What follows belongs to an exercise in optimizing a design on an open flow for small area, a short achievable clock period and few clock cycles per item; a production flow would make more cautious choices.
Only simulation tests tie the RTL to the original design; equivalence was not proved.

// waveform_oscillator_soft_ramp_core
module waveform_oscillator_soft_ramp_core (
  input  wire logic                 clk,
  input  wire logic                 rst,
  input  wire logic                 in_valid,
  output logic                      in_ready,
  input  wire logic signed [23:0]   in_left,
  input  wire logic signed [23:0]   in_right,
  input  wire logic                 in_block_start,
  input  wire logic                 in_soft_start,
  input  wire logic                 in_soft_stop,
  output logic                      out_valid,
  input  wire logic                 out_ready,
  output logic signed [23:0]        out_left,
  output logic signed [23:0]        out_right,
  output logic signed [15:0]        out_wave,
  input  wire logic                 cfg_valid,
  output logic                      cfg_ready,
  input  wire logic [1:0]           cfg_index,
  input  wire logic [wosr_pkg::FIELD_BITS-1:0] cfg_data
);
For scale: ~4300 cells after synthesis, about 0.044 mm^2 of cells after synthesis.
Settings: LEC_CHECK=0, CAP_MARGIN=20, CORE_MARGIN=2, CORE_UTILIZATION=40, SLEW_MARGIN=20, SYNTH_HIERARCHICAL=1; clock period 12.0 ns.
standard.sh (not shown) runs the stock make flow with config.mk's settings and CLKGATE_MAP_FILE= SYNTH_SCRIPT=/design/flow/synth_recipe.tcl, a recipe that flattens the netlist after the stock synthesis.
==> flow/flow/run.sh <==
#!/bin/bash
# Standard layout with a larger setup margin for the repair steps (the clock
# period and constraints stay the design's), resizing not tied to the cell
# footprint, and plain buffers on the ports.
set -euo pipefail
export SETUP_SLACK_MARGIN=6.8
export BUFFER_PORTS_ARGS="-buffer_cell sky130_fd_sc_hd__buf_2"
bash standard.sh MATCH_CELL_FOOTPRINT=0 finish > standard.log 2>&1
Testbench counts at the start, summed over its fixed seeds: cycles 8,352, items 8,192.
Edit:
==> flow/run.sh (new file) <==
#!/bin/bash
# synth_recipe.tcl (not shown) runs the flow's synth.tcl, then flattens the netlist and writes it again
# the make line also repeats each setting of config.mk as NAME=value (left out here)
make -C /OpenROAD-flow-scripts/flow DESIGN_CONFIG=/design/flow/config.mk WORK_HOME=/design/flow/orfs CLKGATE_MAP_FILE= SYNTH_SCRIPT=/design/flow/synth_recipe.tcl finish
removed: flow/flow/run.sh
removed: flow/standard.sh
The changed run finished with timing, DRC and antenna clean.
Design area fell by 4.2%.
Clock-buffer cell count rose by 2.
Hold slack is worse by 21 ps.
Fmax fell by 8.5%.
Routed wire length fell by 4.4%.
Flip-flop and latch count does not change.
Global-route usage fell by 0.90 points.
Die area stays the same.

========
Another version of the RTL of waveform_oscillator_soft_ramp_core (not shown whole).
Size in the first run: roughly 500 flip-flops, ~150 I/O pins.
Design waveform_oscillator_soft_ramp_core, start of the top module:
module waveform_oscillator_soft_ramp_core (
  input  wire logic                 clk,
  input  wire logic                 rst,
  input  wire logic                 in_valid,
  output logic                      in_ready,
  input  wire logic signed [23:0]   in_left,
  input  wire logic signed [23:0]   in_right,
  input  wire logic                 in_block_start,
  input  wire logic                 in_soft_start,
  input  wire logic                 in_soft_stop,
  output logic                      out_valid,
  input  wire logic                 out_ready,
  output logic signed [23:0]        out_left,
  output logic signed [23:0]        out_right,
  output logic signed [15:0]        out_wave,
  input  wire logic                 cfg_valid,
  output logic                      cfg_ready,
  input  wire logic [1:0]           cfg_index,
  input  wire logic [wosr_pkg::FIELD_BITS-1:0] cfg_data
);
Settings: LEC_CHECK=0, CAP_MARGIN=20, CORE_MARGIN=2, CORE_UTILIZATION=40, SLEW_MARGIN=20, SYNTH_HIERARCHICAL=1; clock period 12.0 ns.
run.sh (not shown) runs the stock make flow with config.mk's settings and CLKGATE_MAP_FILE= SYNTH_SCRIPT=/design/flow/synth_recipe.tcl, a recipe that flattens the netlist after the stock synthesis.
Stock flow here: none of the scripts above is used.
Testbench counts at the start, summed over its fixed seeds: cycles 8,384, items 8,192.
Next try:
==> flow/flow/run.sh (new file) <==
#!/bin/bash
# Standard layout with a larger setup margin for the repair steps (the clock
# period and constraints stay the design's), resizing not tied to the cell
# footprint, and plain buffers on the ports.
set -euo pipefail
export SETUP_SLACK_MARGIN=7.0
export BUFFER_PORTS_ARGS="-buffer_cell sky130_fd_sc_hd__buf_2"
bash standard.sh MATCH_CELL_FOOTPRINT=0 finish > standard.log 2>&1
==> flow/standard.sh (new file) <==
#!/bin/bash
# synth_recipe.tcl (not shown) runs the flow's synth.tcl, then flattens the netlist and writes it again
# the make line also repeats each setting of config.mk as NAME=value (left out here)
make -C /OpenROAD-flow-scripts/flow DESIGN_CONFIG=/design/flow/config.mk WORK_HOME=/design/flow/orfs CLKGATE_MAP_FILE= SYNTH_SCRIPT=/design/flow/synth_recipe.tcl "${@:-finish}"
ABC_AREA = 1   (was default)
removed: flow/run.sh
Non-clock buffer count came out higher by 24.
Global-route usage came out higher by 0.52 points.
Die area came out higher by 4.1%.
Next try:
--- a/flow/flow/run.sh
+++ b/flow/flow/run.sh
@@ -4,5 +4,5 @@
 # footprint, and plain buffers on the ports.
 set -euo pipefail
-export SETUP_SLACK_MARGIN=7.0
+export SETUP_SLACK_MARGIN=7.5
 export BUFFER_PORTS_ARGS="-buffer_cell sky130_fd_sc_hd__buf_2"
 bash standard.sh MATCH_CELL_FOOTPRINT=0 finish > standard.log 2>&1
ABC_AREA = default   (was 1)
Synthesized area falls by 3.9%; non-clock buffer count grows by 186; sequential cell count does not change; cell count shrinks by 15%; wire length is about the same; via count drops by 9.4%; synthesized cell count falls by 22%.

========
Setup of the previous run:
waveform_oscillator_soft_ramp_core, a different RTL version from the one above (not shown whole).
Size: about 5200 cells after synthesis, about 500 flip-flops, about 150 I/O pins, ~46000 um^2 of cells after synthesis.
==> flow/design.v (excerpt) <==
module waveform_oscillator_soft_ramp_core (
  input  wire logic                 clk,
  input  wire logic                 rst,
  input  wire logic                 in_valid,
  output logic                      in_ready,
  input  wire logic signed [23:0]   in_left,
  input  wire logic signed [23:0]   in_right,
  input  wire logic                 in_block_start,
  input  wire logic                 in_soft_start,
  input  wire logic                 in_soft_stop,
  output logic                      out_valid,
  input  wire logic                 out_ready,
  output logic signed [23:0]        out_left,
  output logic signed [23:0]        out_right,
  output logic signed [15:0]        out_wave,
  input  wire logic                 cfg_valid,
  output logic                      cfg_ready,
  input  wire logic [1:0]           cfg_index,
  input  wire logic [wosr_pkg::FIELD_BITS-1:0] cfg_data
);
  logic [1:0]  waveform;
  logic [23:0] phase_step;
  logic [15:0] gain;
  logic [17:0] gain3;
  logic [23:0] pa;
  logic        rw;
  logic [2:0]  rw_n;
  logic [7:0]  pa_qidx;
  logic        pa_peak;
  logic        hi;
  logic [5:0]  kp;
  logic        act;
  logic [8:0]  kd;
  logic        v1, v2, v3, v4;
  logic        s1_sx, s1_c;
  logic [15:0] s1_wx;
  logic [31:0] s2_wa, s2_wb;
  logic [31:0] s3_wg;
  logic [31:0] s4_wg;
  logic [41:0] s4_w819;
  logic               e0v, skv;
  ...
==> flow/config.mk <==
export PLATFORM = sky130hd
export DESIGN_NAME = waveform_oscillator_soft_ramp_core
export DESIGN_NICKNAME = waveform_oscillator_soft_ramp_core
export VERILOG_FILES = /design/flow/design.v
export SDC_FILE = /design/flow/constraint.sdc
export NUM_CORES = 4
export LEC_CHECK = 0
export ABC_AREA = 1
export CAP_MARGIN = 20
export CORE_MARGIN = 2
export CORE_UTILIZATION = 40
export SLEW_MARGIN = 20
export SYNTH_HIERARCHICAL = 1
==> flow/constraint.sdc <==
create_clock -name core_clock -period 12.0 [get_ports {clk}]
set_input_delay 2.4000 -clock core_clock [delete_from_list [all_inputs] [get_ports {clk}]]
set_output_delay 2.4000 -clock core_clock [all_outputs]
set_load 0.01 [all_outputs]
standard.sh (not shown) runs the stock make flow with config.mk's settings and CLKGATE_MAP_FILE= SYNTH_SCRIPT=/design/flow/synth_recipe.tcl, a recipe that flattens the netlist after the stock synthesis.
==> flow/flow/run.sh <==
#!/bin/bash
# Standard layout with a larger setup margin for the repair steps (the clock
# period and constraints stay the design's), resizing not tied to the cell
# footprint, and plain buffers on the ports.
set -euo pipefail
export SETUP_SLACK_MARGIN=7.25
export BUFFER_PORTS_ARGS="-buffer_cell sky130_fd_sc_hd__buf_2"
bash standard.sh MATCH_CELL_FOOTPRINT=0 finish > standard.log 2>&1
Testbench counts of the previous run, summed over its fixed seeds: cycles 8,384, items 8,192.
Modified inputs, the current run compared to the previous run
- swapping 40 for 65 in CORE_UTILIZATION
==> comparison <==
Comparing the current run with the previous run, the ratio of final minimum period to clock period came out essentially unchanged. The current run finished every step from synthesis to the final layout, and the layout passed the timing, design-rule and antenna checks. Routing usage on met3, the previous run and the current run: lower on the previous run. Area taken by flip-flops and latches essentially unchanged between the current run and the previous run. On the current run: wire length reported by the detailed router is about 1.3% lower than what the previous run gave. The previous run → the current run: worst setup slack higher, placement-stage worst setup slack higher, fraction of area in registers higher. The current run does better than the previous run on area enclosed by the die boundary. Of the previous run and the current run, the run reporting the higher number of well taps was the previous run. Compared with the previous run, the current run ends up with a smaller final cell area.

port drivers added, routing unchanged:
How much do the figures lean on ideal ports? The routed layouts below were timed once more, with nothing changed but the port constraints.
Step 1 sets driving cells, clkbuf_16 on the clock port and buf_2 on the other inputs (assumed; they add their load-dependent delay and slew).
Step 2 also shifts input and output timing later by t, the mid clock arrival at the registers, as if the neighbouring blocks saw the same clock.
Three values: ideal, step 1, step 2; two values: the first two.
run	t (ns)	setup slack, ns	clock arrival spread, ns	slew at the worst register clock pin (ns)
the first run of note 1	0.705	6.167 / 6.167 / 6.167	0.036 / 0.036	0.07 / 0.07
the second run of note 1	0.704	5.628 / 5.628 / 5.628	0.029 / 0.029	0.06 / 0.06
the first run of note 2	0.698	5.675 / 5.675 / 5.675	0.077 / 0.077	0.07 / 0.07
the second run of note 2	0.738	7.256 / 7.256 / 6.649	0.065 / 0.065	0.07 / 0.07
the third run of note 2	0.713	7.130 / 7.130 / 7.025	0.096 / 0.095	0.08 / 0.08
the previous run	0.721	7.356 / 7.356 / 6.808	0.054 / 0.054	0.07 / 0.07
the current run	0.693	7.373 / 7.373 / 6.992	0.082 / 0.083	0.07 / 0.07
After both steps every run listed still meets setup and hold. For the second run of note 2, which loses most, drivers alone change the setup slack by 0.000 ns; drivers and shift together by -0.607 ns.
